Context: an optimization exercise on an open-source flow, tuned for small area. The choices shown serve that exercise and are no tape-out recipe. In this exercise RTL edits were held to simulation tests only and were not proved equivalent to the original. The clock port is modelled as an ideal driver, which makes a skipped or thinned clock tree look cheaper than it is; a real chip needs a root buffer or a tree. No activity file was given, so power comes from the tool's default toggle rates.

Design cpu_top, start of the top module:
module cpu_top (
    input  logic               clk,
    input  logic               rst,
    input  logic [8-1:0] in_port,
    input  logic               prog_we,
    input  logic [8-1:0] prog_addr,
    input  logic [8-1:0] prog_data,
    output logic               hlt,
    output logic [8-1:0] out_port
);
clock: 6.0 ns
lec_check: 0
cap_margin: 20
core_margin: 2
core_utilization: 80
slew_margin: 20
synth_hierarchical: 1
standard.sh (not shown) runs the stock make flow with config.mk's settings and CLKGATE_MAP_FILE= SYNTH_SCRIPT=/design/flow/synth_recipe.tcl, a recipe that flattens the netlist after the stock synthesis.
==> flow/flow/run.sh <==
#!/bin/bash
# Standard synthesis; then every combinational cell set to its smallest
# drive strength (placement repair upsizes what needs it); then the standard
# layout from floorplan on, with the clock tree built by flow/cts.tcl in
# place of TritonCTS and the smallest buffer on the ports. Each tool's output goes to its own log here.
set -euo pipefail
export CUSTOM_CTS_LEAF=30
export CUSTOM_CTS_UPPER=6
export CUSTOM_CTS_UPPER_CELL=sky130_fd_sc_hd__clkbuf_4
bash standard.sh synth > synth.log 2>&1
openroad -no_init -exit flow/downsize.tcl > downsize.log 2>&1
bash standard.sh PRE_CTS_TCL="$PWD/flow/cts.tcl" \
    BUFFER_PORTS_ARGS="-buffer_cell sky130_fd_sc_hd__buf_1" finish > layout.log 2>&1
==> flow/flow/cts.tcl <==
# Clock tree built here in place of TritonCTS (sourced as PRE_CTS_TCL, it
# replaces clock_tree_synthesis; ORFS's cts step then legalizes, repairs
# timing and writes the result as usual). The flip-flops are split by
# recursive bisection into compact groups of at most LEAF_FANOUT, each
# driven by one leaf buffer at its centre; the leaf buffers are grouped the
# same way under upper buffers until one root buffer is left, which alone
# loads the clock port.
set ::cts_leaf_fanout  [expr {[info exists ::env(CUSTOM_CTS_LEAF)] ? $::env(CUSTOM_CTS_LEAF) : 28}]
set ::cts_upper_fanout [expr {[info exists ::env(CUSTOM_CTS_UPPER)] ? $::env(CUSTOM_CTS_UPPER) : 6}]
set ::cts_leaf_cell    [expr {[info exists ::env(CUSTOM_CTS_LEAF_CELL)] ? $::env(CUSTOM_CTS_LEAF_CELL) : "sky130_fd_sc_hd__clkbuf_16"}]
set ::cts_upper_cell   [expr {[info exists ::env(CUSTOM_CTS_UPPER_CELL)] ? $::env(CUSTOM_CTS_UPPER_CELL) : "sky130_fd_sc_hd__clkbuf_16"}]
# Leaf groups are also split while their bounding box is wider than this (um)
set ::cts_leaf_span    [expr {[info exists ::env(CUSTOM_CTS_SPAN)] ? $::env(CUSTOM_CTS_SPAN) : 1e9}]

# items: list of {payload x y}; returns a list of groups (lists of items)
proc cts_split {items ngroups} {
    if {$ngroups <= 1 || [llength $items] <= 1} { return [list $items] }
    set xs [lmap i $items {lindex $i 1}]
    set ys [lmap i $items {lindex $i 2}]
    set dx [expr {[tcl::mathfunc::max {*}$xs] - [tcl::mathfunc::min {*}$xs]}]
    set dy [expr {[tcl::mathfunc::max {*}$ys] - [tcl::mathfunc::min {*}$ys]}]
    set idx [expr {$dx >= $dy ? 1 : 2}]
    set sorted [lsort -integer -index $idx $items]
    set g1 [expr {$ngroups / 2}]
    set n [llength $sorted]
    set n1 [expr {int(round(double($n) * $g1 / $ngroups))}]
    return [concat [cts_split [lrange $sorted 0 [expr {$n1 - 1}]] $g1] \
                   [cts_split [lrange $sorted $n1 end] [expr {$ngroups - $g1}]]]
}

proc cts_centre {group} {
    set sx 0; set sy 0
    foreach i $group { set sx [expr {$sx + [lindex $i 1]}]; set sy [expr {$sy + [lindex $i 2]}] }
    set n [llength $group]
    return [list [expr {int($sx / $n)}] [expr {int($sy / $n)}]]
}

# Halve a group until it has at most fanout items and spans at most span
proc cts_split_fit {items fanout span} {
    set xs [lmap i $items {lindex $i 1}]
    set ys [lmap i $items {lindex $i 2}]
    set dbu [[ord::get_db_block] getDbUnitsPerMicron]
    set hp [expr {double([tcl::mathfunc::max {*}$xs] - [tcl::mathfunc::min {*}$xs] +
                         [tcl::mathfunc::max {*}$ys] - [tcl::mathfunc::min {*}$ys]) / $dbu}]
    if {[llength $items] <= $fanout && $hp <= $span} { return [list $items] }
    set out {}
    set ng [expr {max(2, ([llength $items] + $fanout - 1) / $fanout)}]
    foreach g [cts_split $items $ng] { set out [concat $out [cts_split_fit $g $fanout $span]] }
    return $out
}

# Drive each group of iterms from a new buffer at its centre; returns the
# new buffers' input iterms as items.
proc cts_level {items fanout cell tag {span 1e9}} {
    set block [ord::get_db_block]
    set master [[ord::get_db] findMaster $cell]
    set ngroups [expr {([llength $items] + $fanout - 1) / $fanout}]
    set out {}
    set k 0
    set groups [expr {$span < 1e9 ? [cts_split_fit $items $fanout $span] : [cts_split $items $ngroups]}]
    foreach g $groups {
        lassign [cts_centre $g] cx cy
        set name "cts_${tag}_$k"
        set inst [odb::dbInst_create $block $master $name]
        set x [expr {$cx - [$master getWidth] / 2}]
        set y [expr {$cy - [$master getHeight] / 2}]
        $inst setLocation $x $y
        $inst setPlacementStatus PLACED
        set net [odb::dbNet_create $block "${name}_clk"]
        $net setSigType CLOCK
        [$inst findITerm X] connect $net
        foreach i $g {
            set it [lindex $i 0]
            $it disconnect
            $it connect $net
        }
        lappend out [list [$inst findITerm A] $cx $cy]
        incr k
    }
    return $out
}

rename clock_tree_synthesis cts_tritoncts_unused
proc clock_tree_synthesis {args} {
    set block [ord::get_db_block]
    set clk [$block findNet clk]
    set items {}
    foreach it [$clk getITerms] {
        set bb [[$it getInst] getBBox]
        lappend items [list $it [expr {([$bb xMin] + [$bb xMax]) / 2}] [expr {([$bb yMin] + [$bb yMax]) / 2}]]
    }
    puts "custom cts: [llength $items] sinks"
    set items [cts_level $items $::cts_leaf_fanout $::cts_leaf_cell leaf $::cts_leaf_span]
    puts "custom cts: [llength $items] leaf buffers"
    set lvl 0
    while {[llength $items] > 1} {
        set items [cts_level $items $::cts_upper_fanout $::cts_upper_cell "l$lvl"]
        incr lvl
    }
    set root [lindex [lindex $items 0] 0]
    $root disconnect
    $root connect $clk
    $clk setSigType CLOCK
    puts "custom cts: [llength [$clk getITerms]] cell pins on the clock port"
    set_propagated_clock [all_clocks]
}
Other scripts of this flow, unchanged in this note and not shown: flow/flow/downsize.tcl
Edit:
--- a/flow/flow/run.sh
+++ b/flow/flow/run.sh
@@ -5,5 +5,5 @@
 # place of TritonCTS and the smallest buffer on the ports. Each tool's output goes to its own log here.
 set -euo pipefail
-export CUSTOM_CTS_LEAF=30
+export CUSTOM_CTS_LEAF=28
 export CUSTOM_CTS_UPPER=6
 export CUSTOM_CTS_UPPER_CELL=sky130_fd_sc_hd__clkbuf_4
What happened: The changed run completed without violations; routed wire length rises by 0.63%; total power climbs by about 0.8%; sequential cell count is unchanged; critical path depth falls by 3; sequential share of layout area fell by 0.14 points; via count grows by 0.54%; fmax rises by 0.94%; clock power grows by 3.4%; sequential power barely changes; worst setup slack gets better by 54 ps; cell count stays flat.
Edit:
- CORE_UTILIZATION: 80 -> 70
=>
- worst setup slack loses 95 ps
- global-route usage decreases by 6.3 points
- area after synthesis is unchanged
- combinational power is about the same
- wire length goes down by 0.91%
- sequential share of layout area is lower by 0.31 points
- first-iteration DRC count fell by 12%
- final cell count went up by 2.0%
- die area went up by 14%
In every run of this note, the design's own scripts or RTL, not TritonCTS, make the clock network.


Setup of wip/tundra:
cpu_top, a different RTL version from the one above (not shown whole).
Size in the first run: roughly 5700 cells after synthesis, ~36 I/O pins, about 66000 µm² of cells after synthesis.
==> flow/config.mk <==
export PLATFORM = sky130hd
export DESIGN_NAME = cpu_top
export DESIGN_NICKNAME = cpu_top
export VERILOG_FILES = /design/flow/design.v
export SDC_FILE = /design/flow/constraint.sdc
export NUM_CORES = 4
export LEC_CHECK = 0
export CAP_MARGIN = 20
export CORE_MARGIN = 2
export CORE_UTILIZATION = 60
export CTS_BUF_LIST = sky130_fd_sc_hd__clkbuf_8
export CTS_CLUSTER_SIZE = 30
export SLEW_MARGIN = 20
export SYNTH_HIERARCHICAL = 1
==> flow/constraint.sdc <==
create_clock -name core_clock -period 6.0 [get_ports {clk}]
set_input_delay 1.2000 -clock core_clock [delete_from_list [all_inputs] [get_ports {clk}]]
set_output_delay 1.2000 -clock core_clock [all_outputs]
set_load 0.01 [all_outputs]
run.sh (not shown) runs the stock make flow with config.mk's settings and CLKGATE_MAP_FILE= SYNTH_SCRIPT=/design/flow/synth_recipe.tcl, a recipe that flattens the netlist after the stock synthesis.
Stock flow here: none of the scripts above is used.
What wip/zinc does differently from wip/tundra at the input level:
- clearing CTS_BUF_LIST, which used to be sky130_fd_sc_hd__clkbuf_8
- clearing CTS_CLUSTER_SIZE, which used to be 30
- swapping 60 for 40 in CORE_UTILIZATION
==> flow/flow/run.sh (new file) <==
#!/bin/bash
# Standard synthesis, then every combinational cell set to its smallest
# drive strength (the placement repair upsizes what needs it), then the
# standard layout from floorplan on. Each tool's output goes to its own log.
set -euo pipefail
bash standard.sh synth > synth.log 2>&1
openroad -no_init -exit flow/downsize.tcl > downsize.log 2>&1
bash standard.sh > layout.log 2>&1
==> flow/flow/downsize.tcl (new file) <==
# Swap each combinational cell of the synthesized netlist for the variant of
# the same function with the least area (of equal ones, strength 1); flip-flops keep their cells.
set odb orfs/results/$::env(FLOW_PLATFORM)/cpu_top/base/1_synth.odb
read_db $odb
set db [ord::get_db]
set block [[$db getChip] getBlock]
set best [dict create]
foreach lib [$db getLibs] {
    foreach m [$lib getMasters] {
        if {![regexp {^(sky130_fd_sc_hd__[a-z0-9]+)_([0-9]+)$} [$m getName] -> base size]} { continue }
        set area [expr {[$m getWidth] * [$m getHeight]}]
        if {[dict exists $best $base]} {
            lassign [dict get $best $base] barea bsize
            if {$area > $barea || ($area == $barea && $bsize == 1)} { continue }
            if {$area == $barea && $size != 1 && $size >= $bsize} { continue }
        }
        dict set best $base [list $area $size]
    }
}
set n 0
foreach inst [$block getInsts] {
    set name [[$inst getMaster] getName]
    if {![regexp {^(sky130_fd_sc_hd__[a-z0-9]+)_([0-9]+)$} $name -> base size]} { continue }
    if {[regexp {^sky130_fd_sc_hd__(s?e?df|dl|conb|tap|fill|decap|diode)} $base]} { continue }
    if {![dict exists $best $base]} { continue }
    set bsize [lindex [dict get $best $base] 1]
    if {$bsize == $size} { continue }
    set m [$db findMaster ${base}_$bsize]
    if {$m == "NULL"} { continue }
    $inst swapMaster $m
    incr n
}
puts "downsized $n cells"
write_db $odb
==> flow/standard.sh (new file) <==
#!/bin/bash
# synth_recipe.tcl (not shown) runs the flow's synth.tcl, then flattens the netlist and writes it again
# the make line also repeats each setting of config.mk as NAME=value (left out here)
make -C /OpenROAD-flow-scripts/flow DESIGN_CONFIG=/design/flow/config.mk WORK_HOME=/design/flow/orfs CLKGATE_MAP_FILE= SYNTH_SCRIPT=/design/flow/synth_recipe.tcl "${@:-finish}"
removed: flow/run.sh
Results
The higher share of cell area taken by multi-input logic gates of wip/tundra and wip/zinc is in wip/tundra. Compared with wip/tundra, wip/zinc shows a higher non-clock buffer count. Summary of wip/zinc over wip/tundra: total via count after detailed routing lost 380, total die area picked up an extra about 45%. Against wip/tundra, wip/zinc comes in 0.20 ns lower on smallest setup slack after layout. Looking only at worst setup timing slack at the placement stage, and setting everything else aside, the lower value of wip/tundra and wip/zinc goes to wip/zinc. Number of nets in the finished design (higher): wip/tundra. For clock edge transition at the registers on the reported setup and hold paths, wip/zinc and wip/tundra come out practically identical.
> inputs changed (wip/zinc -> wip/xenon)
- putting CTS_CLUSTER_DIAMETER at 60 where nothing was set
- swapping 40 for 55 in CORE_UTILIZATION
- putting CTS_CLUSTER_SIZE at 30 where nothing was set
Findings:
As far as count of input and output buffers goes, wip/xenon and wip/zinc are indistinguishable; the numbers are identical. Between wip/xenon and wip/zinc, it is wip/xenon whose global routing usage on met3 is higher, by 1.6 points. Looking at time the final worst path needs with I/O delays and setup across wip/xenon and wip/zinc, the one that comes out higher is wip/zinc.
#### Input delta (wip/cedar over wip/xenon)
- removing CTS_CLUSTER_DIAMETER (formerly 60)
- changing CORE_UTILIZATION from 55 to 40
- removing CTS_CLUSTER_SIZE (formerly 30)
==> flow/run.sh (new file) <==
#!/bin/bash
# synth_recipe.tcl (not shown) runs the flow's synth.tcl, then flattens the netlist and writes it again
# the make line also repeats each setting of config.mk as NAME=value (left out here)
make -C /OpenROAD-flow-scripts/flow DESIGN_CONFIG=/design/flow/config.mk WORK_HOME=/design/flow/orfs CLKGATE_MAP_FILE= SYNTH_SCRIPT=/design/flow/synth_recipe.tcl finish
removed: flow/flow/run.sh
removed: flow/flow/downsize.tcl
removed: flow/standard.sh
- wip/cedar reached the end of the flow, and the finished layout is clean on the timing, DRC and antenna checks.
- wip/xenon → wip/cedar: number of DRC violations after detailed-routing iteration 0 +about 2%; total power consumption of the routed design saw an increase.
- Number of gates on the worst path with buffers counted: wip/cedar vs wip/xenon down 1
- Net total in the final layout delta for wip/cedar relative to wip/xenon: 29 higher
- The core of wip/cedar is less densely filled than that of wip/xenon.
- The run with more setup slack is wip/xenon; wip/cedar has less.
- The first-pass GRT wire length number comes out higher for wip/cedar vs wip/xenon.


Another version of the RTL of cpu_top (not shown whole).
Size in the first run: about 6100 cells after synthesis, about 65000 sq um of cells after synthesis.
==> flow/design.v (excerpt) <==
module cpu_top (
    input  logic               clk,
    input  logic               rst,
    input  logic [8-1:0] in_port,
    input  logic               prog_we,
    input  logic [8-1:0] prog_addr,
    input  logic [8-1:0] prog_data,
    output logic               hlt,
    output logic [8-1:0] out_port
);
export LEC_CHECK = 0
export CAP_MARGIN = 20
export CORE_MARGIN = 2
export CORE_UTILIZATION = 55
export CTS_CLUSTER_DIAMETER = 60
export CTS_CLUSTER_SIZE = 30
export SLEW_MARGIN = 20
export SYNTH_HIERARCHICAL = 1
create_clock -name core_clock -period 6.0 [get_ports {clk}]
standard.sh (not shown) runs the stock make flow with config.mk's settings and CLKGATE_MAP_FILE= SYNTH_SCRIPT=/design/flow/synth_recipe.tcl, a recipe that flattens the netlist after the stock synthesis.
==> flow/flow/run.sh <==
#!/bin/bash
# Standard synthesis; then every combinational cell set to its smallest
# drive strength (placement repair upsizes what needs it); then the standard
# layout from floorplan on, with the clock tree built by flow/cts.tcl in
# place of TritonCTS. Each tool's output goes to its own log here.
set -euo pipefail
export CUSTOM_CTS_LEAF=24
export CUSTOM_CTS_UPPER=4
bash standard.sh synth > synth.log 2>&1
openroad -no_init -exit flow/downsize.tcl > downsize.log 2>&1
bash standard.sh PRE_CTS_TCL="$PWD/flow/cts.tcl" finish > layout.log 2>&1
==> flow/flow/cts.tcl <==
# Clock tree built here in place of TritonCTS (sourced as PRE_CTS_TCL, it
# replaces clock_tree_synthesis; ORFS's cts step then legalizes, repairs
# timing and writes the result as usual). The flip-flops are split by
# recursive bisection into compact groups of at most LEAF_FANOUT, each
# driven by one leaf buffer at its centre; the leaf buffers are grouped the
# same way under upper buffers until one root buffer is left, which alone
# loads the clock port.
set ::cts_leaf_fanout  [expr {[info exists ::env(CUSTOM_CTS_LEAF)] ? $::env(CUSTOM_CTS_LEAF) : 28}]
set ::cts_upper_fanout [expr {[info exists ::env(CUSTOM_CTS_UPPER)] ? $::env(CUSTOM_CTS_UPPER) : 6}]
set ::cts_leaf_cell    [expr {[info exists ::env(CUSTOM_CTS_LEAF_CELL)] ? $::env(CUSTOM_CTS_LEAF_CELL) : "sky130_fd_sc_hd__clkbuf_16"}]
set ::cts_upper_cell   sky130_fd_sc_hd__clkbuf_16
# Leaf groups are also split while their bounding box is wider than this (um)
set ::cts_leaf_span    [expr {[info exists ::env(CUSTOM_CTS_SPAN)] ? $::env(CUSTOM_CTS_SPAN) : 1e9}]

# items: list of {payload x y}; returns a list of groups (lists of items)
proc cts_split {items ngroups} {
    if {$ngroups <= 1 || [llength $items] <= 1} { return [list $items] }
    set xs [lmap i $items {lindex $i 1}]
    set ys [lmap i $items {lindex $i 2}]
    set dx [expr {[tcl::mathfunc::max {*}$xs] - [tcl::mathfunc::min {*}$xs]}]
    set dy [expr {[tcl::mathfunc::max {*}$ys] - [tcl::mathfunc::min {*}$ys]}]
    set idx [expr {$dx >= $dy ? 1 : 2}]
    set sorted [lsort -integer -index $idx $items]
    set g1 [expr {$ngroups / 2}]
    set n [llength $sorted]
    set n1 [expr {int(round(double($n) * $g1 / $ngroups))}]
    return [concat [cts_split [lrange $sorted 0 [expr {$n1 - 1}]] $g1] \
                   [cts_split [lrange $sorted $n1 end] [expr {$ngroups - $g1}]]]
}

proc cts_centre {group} {
    set sx 0; set sy 0
    foreach i $group { set sx [expr {$sx + [lindex $i 1]}]; set sy [expr {$sy + [lindex $i 2]}] }
    set n [llength $group]
    return [list [expr {int($sx / $n)}] [expr {int($sy / $n)}]]
}

# Halve a group until it has at most fanout items and spans at most span
proc cts_split_fit {items fanout span} {
    set xs [lmap i $items {lindex $i 1}]
    set ys [lmap i $items {lindex $i 2}]
    set dbu [[ord::get_db_block] getDbUnitsPerMicron]
    set hp [expr {double([tcl::mathfunc::max {*}$xs] - [tcl::mathfunc::min {*}$xs] +
                         [tcl::mathfunc::max {*}$ys] - [tcl::mathfunc::min {*}$ys]) / $dbu}]
    if {[llength $items] <= $fanout && $hp <= $span} { return [list $items] }
    set out {}
    set ng [expr {max(2, ([llength $items] + $fanout - 1) / $fanout)}]
    foreach g [cts_split $items $ng] { set out [concat $out [cts_split_fit $g $fanout $span]] }
    return $out
}

# Drive each group of iterms from a new buffer at its centre; returns the
# new buffers' input iterms as items.
proc cts_level {items fanout cell tag {span 1e9}} {
    set block [ord::get_db_block]
    set master [[ord::get_db] findMaster $cell]
    set ngroups [expr {([llength $items] + $fanout - 1) / $fanout}]
    set out {}
    set k 0
    set groups [expr {$span < 1e9 ? [cts_split_fit $items $fanout $span] : [cts_split $items $ngroups]}]
    foreach g $groups {
        lassign [cts_centre $g] cx cy
        set name "cts_${tag}_$k"
        set inst [odb::dbInst_create $block $master $name]
        set x [expr {$cx - [$master getWidth] / 2}]
        set y [expr {$cy - [$master getHeight] / 2}]
        $inst setLocation $x $y
        $inst setPlacementStatus PLACED
        set net [odb::dbNet_create $block "${name}_clk"]
        $net setSigType CLOCK
        [$inst findITerm X] connect $net
        foreach i $g {
            set it [lindex $i 0]
            $it disconnect
            $it connect $net
        }
        lappend out [list [$inst findITerm A] $cx $cy]
        incr k
    }
    return $out
}

rename clock_tree_synthesis cts_tritoncts_unused
proc clock_tree_synthesis {args} {
    set block [ord::get_db_block]
    set clk [$block findNet clk]
    set items {}
    foreach it [$clk getITerms] {
        set bb [[$it getInst] getBBox]
        lappend items [list $it [expr {([$bb xMin] + [$bb xMax]) / 2}] [expr {([$bb yMin] + [$bb yMax]) / 2}]]
    }
    puts "custom cts: [llength $items] sinks"
    set items [cts_level $items $::cts_leaf_fanout $::cts_leaf_cell leaf $::cts_leaf_span]
    puts "custom cts: [llength $items] leaf buffers"
    set lvl 0
    while {[llength $items] > 1} {
        set items [cts_level $items $::cts_upper_fanout $::cts_upper_cell "l$lvl"]
        incr lvl
    }
    set root [lindex [lindex $items 0] 0]
    $root disconnect
    $root connect $clk
    $clk setSigType CLOCK
    puts "custom cts: [llength [$clk getITerms]] cell pins on the clock port"
    set_propagated_clock [all_clocks]
}
Other scripts of this flow, unchanged in this note and not shown: flow/flow/downsize.tcl
==> next run, changes <==
==> flow/flow/run.sh (replaced) <==
#!/bin/bash
# Standard synthesis; then every combinational cell set to its smallest
# drive strength (placement repair upsizes what needs it); then the standard
# layout from floorplan on, with the clock tree built by flow/cts.tcl in
# place of TritonCTS and the smallest buffer on the ports. Each tool's output goes to its own log here.
set -euo pipefail
export CUSTOM_CTS_LEAF=28
export CUSTOM_CTS_UPPER=6
bash standard.sh synth > synth.log 2>&1
openroad -no_init -exit flow/downsize.tcl > downsize.log 2>&1
bash standard.sh PRE_CTS_TCL="$PWD/flow/cts.tcl" \
    BUFFER_PORTS_ARGS="-buffer_cell sky130_fd_sc_hd__buf_1" finish > layout.log 2>&1
--- a/flow/config.mk
+++ b/flow/config.mk
@@ -10,4 +10,2 @@
 export CORE_UTILIZATION = 55
-export CTS_CLUSTER_DIAMETER = 60
-export CTS_CLUSTER_SIZE = 30
 export SLEW_MARGIN = 20
Total power goes down by a few percent.
Critical path depth increases by 1.
Final area decreases slightly.
Clock power drops by roughly a tenth.
Clock skew stays flat.
Die area does not change.
Utilization shrinks by 0.82 points.
Register-to-register slack loses 0.42 ns.
Wire length is lower slightly.
Sequential power barely changes.
No run of this note takes its clock network from TritonCTS; it comes from the design's own scripts or RTL.

==> what the ideal ports hide <==
Ports are ideal in the flow. The routed layouts listed here were re-timed in OpenROAD.
Step 1: set_driving_cell puts a clkbuf_16 on clk and a buf_2 on each other input, an assumption about the parent block.
Step 2, shift: input delay + t, output delay - t, t = (earliest + latest rising clock arrival at the registers) / 2. This alone moves slack from input paths to output paths.
a / b / c = no drivers / after step 1 / after step 2; a / b = the first two.
| run | shift t [ns] | setup slack, ns | worst setup path after step 2 | latest minus earliest clock arrival (ns) |
|---|---|---|---|---|
| the first run of note 1 | 1.179 | 0.239 / 0.239 / 0.239 | register to register | 0.147 / 0.147 |
| the second run of note 1 | 1.201 | 0.293 / 0.293 / 0.293 | register to register | 0.162 / 0.162 |
| the third run of note 1 | 1.216 | 0.198 / 0.198 / 0.198 | register to register | 0.120 / 0.121 |
| wip/tundra | 1.014 | 0.391 / 0.391 / 0.391 | register to register | 0.085 / 0.085 |
| wip/zinc | 0.928 | 0.188 / 0.188 / 0.188 | register to register | 0.036 / 0.036 |
| wip/xenon | 0.851 | 0.623 / 0.623 / 0.623 | register to register | 0.038 / 0.039 |
| wip/cedar | 0.915 | 0.321 / 0.321 / 0.321 | register to register | 0.036 / 0.035 |
| the first run of note 3 | 0.924 | 1.028 / 1.028 / 1.028 | register to register | 0.066 / 0.065 |
| the second run of note 3 | 0.851 | 0.603 / 0.603 / 0.603 | register to register | 0.056 / 0.057 |
After both steps every run listed still meets setup and hold.
